This is an optimization exercise on Yosys and OpenROAD, whose aim is small area, not a production implementation.
The RTL was checked by simulation tests, not by an equivalence proof against the original design.
The flow treats the clock pin as an ideal source. Dropping or thinning the clock tree relies on that and would not hold on a real chip.
Power and IR drop assume default switching activity.

## conv_pixel_loader
module conv_pixel_loader #(
  parameter int IMG_WIDTH  = 64,
  parameter int IMG_HEIGHT = 64,
  parameter int PIX_W      = 8
) (
  input  logic                          clk_clk,
  input  logic                          reset_reset_n,
  input  logic [PIX_W-1:0]              data_in,
  input  logic                          write_en,
  input  logic                          start_bit,
  input  logic                          reset_cnt,
  output logic [9*PIX_W-1:0]            window,
  output logic                          win_valid,
  output logic                          busy,
  output logic                          frame_done,
  output logic [$clog2(IMG_HEIGHT)-1:0] row_cnt,
  output logic [$clog2(IMG_WIDTH)-1:0]  col_cnt
);
Settings: LEC_CHECK=0, CAP_MARGIN=20, CORE_MARGIN=2, CORE_UTILIZATION=65, CTS_BUF_LIST=sky130_fd_sc_hd__clkbuf_8, CTS_CLUSTER_DIAMETER=50, CTS_CLUSTER_SIZE=20, SLEW_MARGIN=20; clock period 5.0 ns.
run.sh (not shown) runs the stock make flow with config.mk's settings and CLKGATE_MAP_FILE= SYNTH_SCRIPT=/design/flow/synth_recipe.tcl, a recipe that flattens the netlist after the stock synthesis.
==> next run, changes <==
==> flow/flow/run.sh (new file) <==
#!/bin/bash
# The standard layout, with two changes: the port buffers are the smallest buffer cell, and
# clock tree synthesis adds no dummy loads. make's full output goes to flow.log here; each ORFS
# step's own log is under orfs/logs/.
set -euo pipefail
CTS="-sink_clustering_enable -repair_clock_nets -dont_use_dummy_load"
CTS="$CTS -sink_clustering_size 35 -sink_clustering_max_diameter 70"
CTS="$CTS -buf_list sky130_fd_sc_hd__clkbuf_16"
bash standard.sh "CTS_ARGS=$CTS" \
  "BUFFER_PORTS_ARGS=-buffer_cell sky130_fd_sc_hd__buf_1" \
  finish > flow.log 2>&1
==> flow/standard.sh (new file) <==
#!/bin/bash
# synth_recipe.tcl (not shown) runs the flow's synth.tcl, then flattens the netlist and writes it again
# the make line also repeats each setting of config.mk as NAME=value (left out here)
make -C /OpenROAD-flow-scripts/flow DESIGN_CONFIG=/design/flow/config.mk WORK_HOME=/design/flow/orfs CLKGATE_MAP_FILE= SYNTH_SCRIPT=/design/flow/synth_recipe.tcl "${@:-finish}"
CORE_UTILIZATION = 70   (was 65)
CTS_BUF_LIST = unset   (was sky130_fd_sc_hd__clkbuf_8)
CTS_CLUSTER_DIAMETER = unset   (was 50)
CTS_CLUSTER_SIZE = unset   (was 20)
removed: flow/run.sh
The new run finished clean.
Via count goes down by 2.6%.
Maximum frequency climbs by 5.8%.
Sequential share of layout area came out higher by 3.2 points.
Worst hold slack barely changes.
Sequential power barely changes.
Worst setup slack gets better by 0.15 ns.
==> next run, changes <==
--- a/flow/flow/run.sh
+++ b/flow/flow/run.sh
@@ -5,6 +5,6 @@
 set -euo pipefail
 CTS="-sink_clustering_enable -repair_clock_nets -dont_use_dummy_load"
-CTS="$CTS -sink_clustering_size 35 -sink_clustering_max_diameter 70"
-CTS="$CTS -buf_list sky130_fd_sc_hd__clkbuf_16"
+CTS="$CTS -sink_clustering_size 20 -sink_clustering_max_diameter 45 -root_buf sky130_fd_sc_hd__clkbuf_16"
+CTS="$CTS -buf_list \"sky130_fd_sc_hd__clkbuf_8 sky130_fd_sc_hd__clkbuf_16\""
 bash standard.sh "CTS_ARGS=$CTS" \
   "BUFFER_PORTS_ARGS=-buffer_cell sky130_fd_sc_hd__buf_1" \
This time the run died in 4_1_cts.
Synthesized area stays the same.
Synthesized cell count stays the same.
==> next run, changes <==
==> flow/run.sh (new file) <==
#!/bin/bash
# synth_recipe.tcl (not shown) runs the flow's synth.tcl, then flattens the netlist and writes it again
# the make line also repeats each setting of config.mk as NAME=value (left out here)
make -C /OpenROAD-flow-scripts/flow DESIGN_CONFIG=/design/flow/config.mk WORK_HOME=/design/flow/orfs CLKGATE_MAP_FILE= SYNTH_SCRIPT=/design/flow/synth_recipe.tcl finish
CORE_UTILIZATION = 65   (was 70)
CTS_BUF_LIST = sky130_fd_sc_hd__clkbuf_16   (was unset)
CTS_CLUSTER_DIAMETER = 70   (was unset)
CTS_CLUSTER_SIZE = 35   (was unset)
removed: flow/flow/run.sh
removed: flow/standard.sh
The changed run finished with timing, DRC and antenna clean.
Synthesized cell count does not change.
Synthesized area is unchanged.
==> next run, changes <==
==> flow/flow/run.sh (new file) <==
#!/bin/bash
# The standard layout, with two changes: the port buffers are the smallest buffer cell, and
# clock tree synthesis adds no dummy loads. make's full output goes to flow.log here; each ORFS
# step's own log is under orfs/logs/.
set -euo pipefail
CTS="-sink_clustering_enable -repair_clock_nets -dont_use_dummy_load"
CTS="$CTS -sink_clustering_size 40 -sink_clustering_max_diameter 60"
CTS="$CTS -buf_list sky130_fd_sc_hd__clkbuf_16"
bash standard.sh "CTS_ARGS=$CTS" \
  "BUFFER_PORTS_ARGS=-buffer_cell sky130_fd_sc_hd__buf_1" \
  finish > flow.log 2>&1
==> flow/standard.sh (new file) <==
#!/bin/bash
# synth_recipe.tcl (not shown) runs the flow's synth.tcl, then flattens the netlist and writes it again
# the make line also repeats each setting of config.mk as NAME=value (left out here)
make -C /OpenROAD-flow-scripts/flow DESIGN_CONFIG=/design/flow/config.mk WORK_HOME=/design/flow/orfs CLKGATE_MAP_FILE= SYNTH_SCRIPT=/design/flow/synth_recipe.tcl "${@:-finish}"
CORE_UTILIZATION = 80   (was 65)
CTS_BUF_LIST = unset   (was sky130_fd_sc_hd__clkbuf_16)
CTS_CLUSTER_DIAMETER = unset   (was 70)
CTS_CLUSTER_SIZE = unset   (was 35)
removed: flow/run.sh
Result: The new run failed in 3_5_place_dp; area after synthesis is unchanged; synthesized cell count stays the same.


maple:
Another version of the RTL of conv_pixel_loader (not shown whole).
Size: roughly 1100 flip-flops, roughly 100 I/O pins, roughly 0.032 mm² of cells after synthesis.
==> flow/config.mk <==
export PLATFORM = sky130hd
export DESIGN_NAME = conv_pixel_loader
export DESIGN_NICKNAME = conv_pixel_loader
export VERILOG_FILES = /design/flow/design.v
export SDC_FILE = /design/flow/constraint.sdc
export NUM_CORES = 4
export LEC_CHECK = 0
export CAP_MARGIN = 20
export CORE_MARGIN = 2
export CORE_UTILIZATION = 65
export SLEW_MARGIN = 20
==> flow/constraint.sdc <==
create_clock -name core_clock -period 5.0 [get_ports {clk_clk}]
set_input_delay 1.0000 -clock core_clock [delete_from_list [all_inputs] [get_ports {clk_clk}]]
set_output_delay 1.0000 -clock core_clock [all_outputs]
set_load 0.01 [all_outputs]
standard.sh (not shown) runs the stock make flow with config.mk's settings and CLKGATE_MAP_FILE= SYNTH_SCRIPT=/design/flow/synth_recipe.tcl, a recipe that flattens the netlist after the stock synthesis.
==> flow/flow/run.sh <==
#!/bin/bash
# The standard layout, with four changes: the floorplan step removes synthesis's buffers
# instead of sizing cells up for timing it measures before the enable net is buffered; the port
# buffers are the smallest buffer cell; clock tree synthesis adds no dummy loads; and after it
# flatten_clk.tcl takes out the tree's middle level so that the root buffer drives the leaf
# buffers. make's full output goes to flow.log here; each ORFS step's own log is under
# orfs/logs/.
set -euo pipefail
CTS="-sink_clustering_enable -repair_clock_nets -dont_use_dummy_load"
CTS="$CTS -sink_clustering_size 35 -sink_clustering_max_diameter 70"
CTS="$CTS -buf_list sky130_fd_sc_hd__clkbuf_16"
bash standard.sh "CTS_ARGS=$CTS" \
  "POST_CTS_TCL=$PWD/flow/flatten_clk.tcl" \
  "REMOVE_ABC_BUFFERS=1" \
  "BUFFER_PORTS_ARGS=-buffer_cell sky130_fd_sc_hd__buf_1" \
  finish > flow.log 2>&1
==> flow/flow/flatten_clk.tcl <==
# Take out the clock tree's inner levels: the root buffer then drives the leaf buffers directly.
# An inner buffer is one below the root whose loads are all clock buffers; its loads move to its
# driver's net. Every register keeps the same two buffers (root, leaf) to the clock port.
set block [ord::get_db_block]
proc clk_buf {inst} { string match "*clkbuf*" [[$inst getMaster] getName] }
set roots {}
foreach it [[$block findNet clk_clk] getITerms] {
  if {[clk_buf [$it getInst]]} { lappend roots [$it getInst] }
}
set removed 0
foreach root $roots {
  set root_net [[$root findITerm X] getNet]
  set again 1
  while {$again} {
    set again 0
    foreach it [$root_net getITerms] {
      set mid [$it getInst]
      if {$mid eq $root || ![clk_buf $mid]} { continue }
      set out [[$mid findITerm X] getNet]
      set inner 1
      foreach lit [$out getITerms] {
        if {[$lit getInst] ne $mid && ![clk_buf [$lit getInst]]} { set inner 0 }
      }
      if {!$inner} { continue }
      foreach lit [$out getITerms] {
        if {[$lit getInst] eq $mid} { continue }
        $lit disconnect
        $lit connect $root_net
      }
      [$mid findITerm A] disconnect
      [$mid findITerm X] disconnect
      odb::dbInst_destroy $mid
      odb::dbNet_destroy $out
      incr removed
      set again 1
      break
    }
  }
}
puts "flatten_clk: removed $removed inner clock buffers"
maple completed; timing, DRC and antenna clean
Edits applied to the flow inputs when going from maple to juniper:
Settings: swapping 65 for 70 in CORE_UTILIZATION.
==> flow/flow/run.sh <==
#!/bin/bash
# The standard layout, with two changes: the port buffers are the smallest buffer cell, and
# clock tree synthesis adds no dummy loads. make's full output goes to flow.log here; each ORFS
# step's own log is under orfs/logs/.
set -euo pipefail
CTS="-sink_clustering_enable -repair_clock_nets -dont_use_dummy_load"
CTS="$CTS -sink_clustering_size 35 -sink_clustering_max_diameter 70"
CTS="$CTS -buf_list sky130_fd_sc_hd__clkbuf_16"
bash standard.sh "CTS_ARGS=$CTS" \
  "BUFFER_PORTS_ARGS=-buffer_cell sky130_fd_sc_hd__buf_1" \
  finish > flow.log 2>&1
removed: flow/flow/flatten_clk.tcl
Results
- Going from maple to juniper, the final critical path time including I/O delays and setup was found to have gone down by 0.14 ns.
- Switching power share of the total delta (maple -> juniper): insignificant
- [juniper] share of the cycle needed by the critical path after routing fell 2.7 points relative to maple
- met1 usage in global routing, juniper and maple, higher one = juniper.
- ~same clock transition time at the flip-flop clock pins of the worst setup and hold paths in juniper and maple
Relative to juniper, the following input files were edited for harbor:
==> flow/flow/run.sh <==
#!/bin/bash
# The standard layout, with four changes: the floorplan step removes synthesis's buffers
# instead of sizing cells up for timing it measures before the enable net is buffered; the port
# buffers are the smallest buffer cell; clock tree synthesis adds no dummy loads; and after it
# flatten_clk.tcl takes out the tree's middle level so that the root buffer drives the leaf
# buffers. make's full output goes to flow.log here; each ORFS step's own log is under
# orfs/logs/.
set -euo pipefail
CTS="-sink_clustering_enable -repair_clock_nets -dont_use_dummy_load"
CTS="$CTS -sink_clustering_size 35 -sink_clustering_max_diameter 70"
CTS="$CTS -buf_list sky130_fd_sc_hd__clkbuf_16"
bash standard.sh "CTS_ARGS=$CTS" \
  "POST_CTS_TCL=$PWD/flow/flatten_clk.tcl" \
  "REMOVE_ABC_BUFFERS=1" \
  "BUFFER_PORTS_ARGS=-buffer_cell sky130_fd_sc_hd__buf_1" \
  finish > flow.log 2>&1
==> flow/flow/flatten_clk.tcl (new file) <==
# Take out the clock tree's middle level: the root buffer then drives the leaf buffers directly.
# Only buffers whose loads are all clock buffers are taken out, so every register keeps the
# same number of buffers (root, leaf) between it and the clock port.
set block [ord::get_db_block]
set clk_port_net [$block findNet clk_clk]
set roots {}
foreach it [$clk_port_net getITerms] {
  if {[$it isInputSignal] || [[$it getMTerm] getIoType] eq "INPUT"} { lappend roots [$it getInst] }
}
set removed 0
foreach root $roots {
  if {![string match "*clkbuf*" [[$root getMaster] getName]]} { continue }
  set root_net [[$root findITerm X] getNet]
  set mids {}
  foreach it [$root_net getITerms] {
    set inst [$it getInst]
    if {$inst eq $root} { continue }
    if {![string match "*clkbuf*" [[$inst getMaster] getName]]} { continue }
    set all_bufs 1
    set out [[$inst findITerm X] getNet]
    foreach lit [$out getITerms] {
      set li [$lit getInst]
      if {$li eq $inst} { continue }
      if {![string match "*clkbuf*" [[$li getMaster] getName]]} { set all_bufs 0 }
    }
    if {$all_bufs} { lappend mids $inst }
  }
  foreach mid $mids {
    set out [[$mid findITerm X] getNet]
    foreach lit [$out getITerms] {
      if {[$lit getInst] eq $mid} { continue }
      $lit disconnect
      $lit connect $root_net
    }
    [$mid findITerm A] disconnect
    [$mid findITerm X] disconnect
    odb::dbInst_destroy $mid
    odb::dbNet_destroy $out
    incr removed
  }
}
puts "flatten_clk: removed $removed middle clock buffers"
Results
- harbor completed every stage of the flow, and the final layout passed the timing, DRC and antenna checks.
- Compared with juniper, harbor is more frugal on power.
- Compared with juniper, the router placed fewer vias in harbor.
- When the final numbers for juniper and harbor were put side by side, the fraction of the core area covered by cells at the end of the flow turned out to be smaller in harbor.
- Changes observed in harbor relative to juniper: pin count of the biggest net entering global routing went up by about 15%; worst setup slack fell by 0.067 ns; part of the power in combinational logic held; non-clock buffer count went up 2.


== ember ==
conv_pixel_loader with an RTL version that a note above also has.
For scale: roughly 100 I/O pins.
export LEC_CHECK = 0
export CAP_MARGIN = 5
export CORE_MARGIN = 2
export CORE_UTILIZATION = 70
export SLEW_MARGIN = 5
create_clock -name core_clock -period 5.0 [get_ports {clk_clk}]
==> flow/flow/run.sh <==
#!/bin/bash
# The standard layout, with two changes: the port buffers are the smallest buffer cell, and
# clock tree synthesis adds no dummy loads. make's full output goes to flow.log here; each ORFS
# step's own log is under orfs/logs/.
set -euo pipefail
CTS="-sink_clustering_enable -repair_clock_nets -dont_use_dummy_load"
CTS="$CTS -sink_clustering_size 35 -sink_clustering_max_diameter 70"
CTS="$CTS -buf_list sky130_fd_sc_hd__clkbuf_16"
bash standard.sh "CTS_ARGS=$CTS" \
  "BUFFER_PORTS_ARGS=-buffer_cell sky130_fd_sc_hd__buf_1" \
  finish > flow.log 2>&1
Input-level comparison between zinc and ember:
- a change of SLEW_MARGIN from 5 to 20
- a change of CAP_MARGIN from 5 to 20
--- a/flow/flow/run.sh
+++ b/flow/flow/run.sh
@@ -7,2 +7,2 @@
-CTS="$CTS -sink_clustering_size 35 -sink_clustering_max_diameter 70"
-CTS="$CTS -buf_list sky130_fd_sc_hd__clkbuf_16"
+CTS="$CTS -sink_clustering_size 20 -sink_clustering_max_diameter 45 -root_buf sky130_fd_sc_hd__clkbuf_16"
+CTS="$CTS -buf_list {sky130_fd_sc_hd__clkbuf_8 sky130_fd_sc_hd__clkbuf_16}"
### Flow results
Delta (zinc minus ember): first-pass iteration count of the detailed router grew by 1; power drawn by the clock network now larger. Taking ember as the reference, in zinc period utilization went up by 0.33 points, latest clock arrival within the worst-skew pair went up by 0.03 ns, wire length on met2 went up by 8.1%. After detailed routing, ember needs less wire than zinc. On maximum vdd drop: between zinc and ember, it ends up lower for ember. zinc closes out successfully: all stages finished, all timing, DRC and antenna checks passed.


== run C ==
The RTL this note starts from:
==> flow/design.v <==
module conv_pixel_loader #(
  parameter int IMG_WIDTH  = 64,
  parameter int IMG_HEIGHT = 64,
  parameter int PIX_W      = 8
) (
  input  logic                          clk_clk,
  input  logic                          reset_reset_n,
  input  logic [PIX_W-1:0]              data_in,
  input  logic                          write_en,
  input  logic                          start_bit,
  input  logic                          reset_cnt,
  output logic [9*PIX_W-1:0]            window,
  output logic                          win_valid,
  output logic                          busy,
  output logic                          frame_done,
  output logic [$clog2(IMG_HEIGHT)-1:0] row_cnt,
  output logic [$clog2(IMG_WIDTH)-1:0]  col_cnt
);
  localparam int CW = $clog2(IMG_WIDTH);
  localparam int RW = $clog2(IMG_HEIGHT);
  localparam int NS = 2*IMG_WIDTH + 2;
  logic             r_we_q, r_st_q;
  logic             r_busy, r_done;
  logic             w_we_rise, w_st_rise;
  logic             w_start, w_accept, w_clr;
  logic [CW-1:0]    r_col;
  logic [RW-1:0]    r_row;
  logic [RW+CW-1:0] w_pos, w_pos_next;
  logic             w_last_acc;
  logic             r_win_valid;
  logic [PIX_W-1:0] r_sh [NS];
  logic [PIX_W-1:0] r_oldest;
  assign w_we_rise = write_en & ~r_we_q;
  assign w_st_rise = start_bit & ~r_st_q;
  assign w_start   = ~reset_cnt & ~r_busy & w_st_rise;
  assign w_accept  = ~reset_cnt & r_busy & w_we_rise;
  assign w_clr     = reset_cnt | w_start;
  assign w_pos     = {r_row, r_col};
  generate
    if ((1 << CW) == IMG_WIDTH && (1 << RW) == IMG_HEIGHT) begin : g_pow2
      logic [RW+CW:0] w_carry;
      assign w_carry[0] = w_accept;
      for (genvar i = 0; i < RW+CW; i++) begin : g_carry
        assign w_carry[i+1] = w_carry[i] & w_pos[i];
      end
      assign w_pos_next = w_pos ^ w_carry[RW+CW-1:0];
      assign w_last_acc = w_carry[RW+CW];
    end else begin : g_any
      logic w_col_end, w_row_end;
      assign w_col_end  = (r_col == CW'(IMG_WIDTH-1));
      assign w_row_end  = (r_row == RW'(IMG_HEIGHT-1));
      assign w_last_acc = w_accept & w_col_end & w_row_end;
      always_comb begin
        w_pos_next = w_pos;
        if (w_accept) begin
          if (w_col_end) w_pos_next = {w_row_end ? RW'(0) : RW'(r_row + 1'b1), CW'(0)};
          else           w_pos_next = {r_row, CW'(r_col + 1'b1)};
        end
      end
    end
  endgenerate
  always_ff @(posedge clk_clk or negedge reset_reset_n) begin
    if (!reset_reset_n) begin
      r_we_q      <= 1'b0;
      r_st_q      <= 1'b0;
      r_busy      <= 1'b0;
      r_done      <= 1'b0;
      r_col       <= '0;
      r_row       <= '0;
      r_win_valid <= 1'b0;
    end else begin
      r_we_q         <= write_en;
      r_st_q         <= start_bit;
      r_busy         <= ~reset_cnt & (r_busy ? ~w_last_acc : w_st_rise);
      r_done         <= ~reset_cnt & (r_busy ? w_last_acc : r_done & ~w_st_rise);
      r_win_valid    <= w_accept & (r_row >= RW'(2)) & (r_col >= CW'(2));
      {r_row, r_col} <= w_clr ? '0 : w_pos_next;
    end
  end
  always_ff @(posedge clk_clk) begin
    if (w_accept) begin
      r_sh[0] <= data_in;
      for (int i = 1; i < NS; i++) r_sh[i] <= r_sh[i-1];
    end
  end
  always_ff @(posedge clk_clk) r_oldest <= r_sh[NS-1];
  assign window = {r_oldest,          r_sh[2*IMG_WIDTH+1], r_sh[2*IMG_WIDTH],
                   r_sh[IMG_WIDTH+2], r_sh[IMG_WIDTH+1],   r_sh[IMG_WIDTH],
                   r_sh[2],           r_sh[1],             r_sh[0]};
  assign win_valid  = r_win_valid;
  assign busy       = r_busy;
  assign frame_done = r_done;
  assign row_cnt    = r_row;
  assign col_cnt    = r_col;
endmodule
export LEC_CHECK = 0
export CAP_MARGIN = 20
export CORE_MARGIN = 2
export CORE_UTILIZATION = 70
export SLEW_MARGIN = 20
create_clock -name core_clock -period 5.0 [get_ports {clk_clk}]
==> flow/flow/run.sh <==
#!/bin/bash
# The standard layout, with four changes: the floorplan step removes synthesis's buffers
# instead of sizing cells up for timing it measures before the enable net is buffered; the port
# buffers are the smallest buffer cell; clock tree synthesis adds no dummy loads; and after it
# flatten_clk.tcl takes out the tree's middle level so that the root buffer drives the leaf
# buffers. make's full output goes to flow.log here; each ORFS step's own log is under
# orfs/logs/.
set -euo pipefail
CTS="-sink_clustering_enable -repair_clock_nets -dont_use_dummy_load"
CTS="$CTS -sink_clustering_size 35 -sink_clustering_max_diameter 70"
CTS="$CTS -buf_list sky130_fd_sc_hd__clkbuf_16"
bash standard.sh "CTS_ARGS=$CTS" \
  "POST_CTS_TCL=$PWD/flow/flatten_clk.tcl" \
  "REMOVE_ABC_BUFFERS=1" \
  "BUFFER_PORTS_ARGS=-buffer_cell sky130_fd_sc_hd__buf_1" \
  finish > flow.log 2>&1
==> flow/flow/flatten_clk.tcl <==
# Take out the clock tree's inner levels: the root buffer then drives the leaf buffers directly.
# An inner buffer is one below the root whose loads are all clock buffers; its loads move to its
# driver's net. Every register keeps the same two buffers (root, leaf) to the clock port.
set block [ord::get_db_block]
proc clk_buf {inst} { string match "*clkbuf*" [[$inst getMaster] getName] }
set roots {}
foreach it [[$block findNet clk_clk] getITerms] {
  if {[clk_buf [$it getInst]]} { lappend roots [$it getInst] }
}
set removed 0
foreach root $roots {
  set root_net [[$root findITerm X] getNet]
  set again 1
  while {$again} {
    set again 0
    foreach it [$root_net getITerms] {
      set mid [$it getInst]
      if {$mid eq $root || ![clk_buf $mid]} { continue }
      set out [[$mid findITerm X] getNet]
      set inner 1
      foreach lit [$out getITerms] {
        if {[$lit getInst] ne $mid && ![clk_buf [$lit getInst]]} { set inner 0 }
      }
      if {!$inner} { continue }
      foreach lit [$out getITerms] {
        if {[$lit getInst] eq $mid} { continue }
        $lit disconnect
        $lit connect $root_net
      }
      [$mid findITerm A] disconnect
      [$mid findITerm X] disconnect
      odb::dbInst_destroy $mid
      odb::dbNet_destroy $out
      incr removed
      set again 1
      break
    }
  }
}
puts "flatten_clk: removed $removed inner clock buffers"
For run E, these inputs were changed with respect to run C:
- CORE_UTILIZATION: 70 -> 75
Findings:
On power, run C and run E are neck and neck.
Between run C and run E, the internal portion of total power does not differ in any meaningful way.
Run C → run E: clock-pin slew on the worst setup and hold paths level; final routed wire length divided by cell count moved up; post-detailed-routing wire length moved up; horizontal die dimension moved down.
Run C vs run E, worst min-delay path category: reg -> reg vs in -> async
Run E has setup slack below what run C had.
Per the comparison of run E with run C, share of the cycle needed by the critical path after routing saw an increase; count of buffers not belonging to the clock network in the layout +1; utilization now sits higher.

[separate check: timing with driven ports]
The results above use ideal ports. As a check the final layouts listed here were re-extracted and re-timed, cells and wires unchanged. Step 1 assumes that a clkbuf_16 drives the clock port and a buf_2 every other input. Step 2 adds t to the input delays and takes it off the output delays; t is the mean of the earliest and latest rising clock arrival at the registers after step 1. Input paths then give back, and output paths get back, about the clock's delay inside the block. Slacks: ideal / step 1 / step 2; pairs: ideal / step 1.
| run | t (ns) | setup slack, ns | worst hold slack (ns) | worst slew at a driven data input, ns |
|---|---|---|---|---|
| the first run of note 1 | 0.714 | 2.220 / 2.182 / 1.532 | 0.378 / 0.378 / 0.378 | 0.04 |
| the second run of note 1 | 0.621 | 2.371 / 2.407 / 1.786 | 0.381 / 0.381 / 0.381 | 0.03 |
| the fourth run of note 1 | 0.643 | 2.137 / 2.167 / 1.524 | 0.378 / 0.378 / 0.378 | 0.04 |
| maple | 0.768 | 1.730 / 1.730 / 1.009 | 0.347 / 0.317 / 0.378 | 0.03 |
| juniper | 0.615 | 1.866 / 1.905 / 1.290 | 0.342 / 0.342 / 0.342 | 0.03 |
| harbor | 0.736 | 1.799 / 1.799 / 1.105 | 0.342 / 0.339 / 0.342 | 0.03 |
| ember | 0.621 | 2.371 / 2.407 / 1.786 | 0.381 / 0.381 / 0.381 | 0.03 |
| zinc | 0.649 | 2.355 / 2.390 / 1.741 | 0.353 / 0.320 / 0.372 | 0.03 |
| run C | 0.736 | 1.799 / 1.799 / 1.105 | 0.342 / 0.339 / 0.342 | 0.03 |
| run E | 0.742 | 1.702 / 1.702 / 1.043 | 0.212 / 0.176 / 0.380 | 0.03 |
After both steps setup and hold are still met in every run listed. The setup slack of maple, which loses most, moves by 0.000 ns with the drivers and by -0.721 ns with both steps.
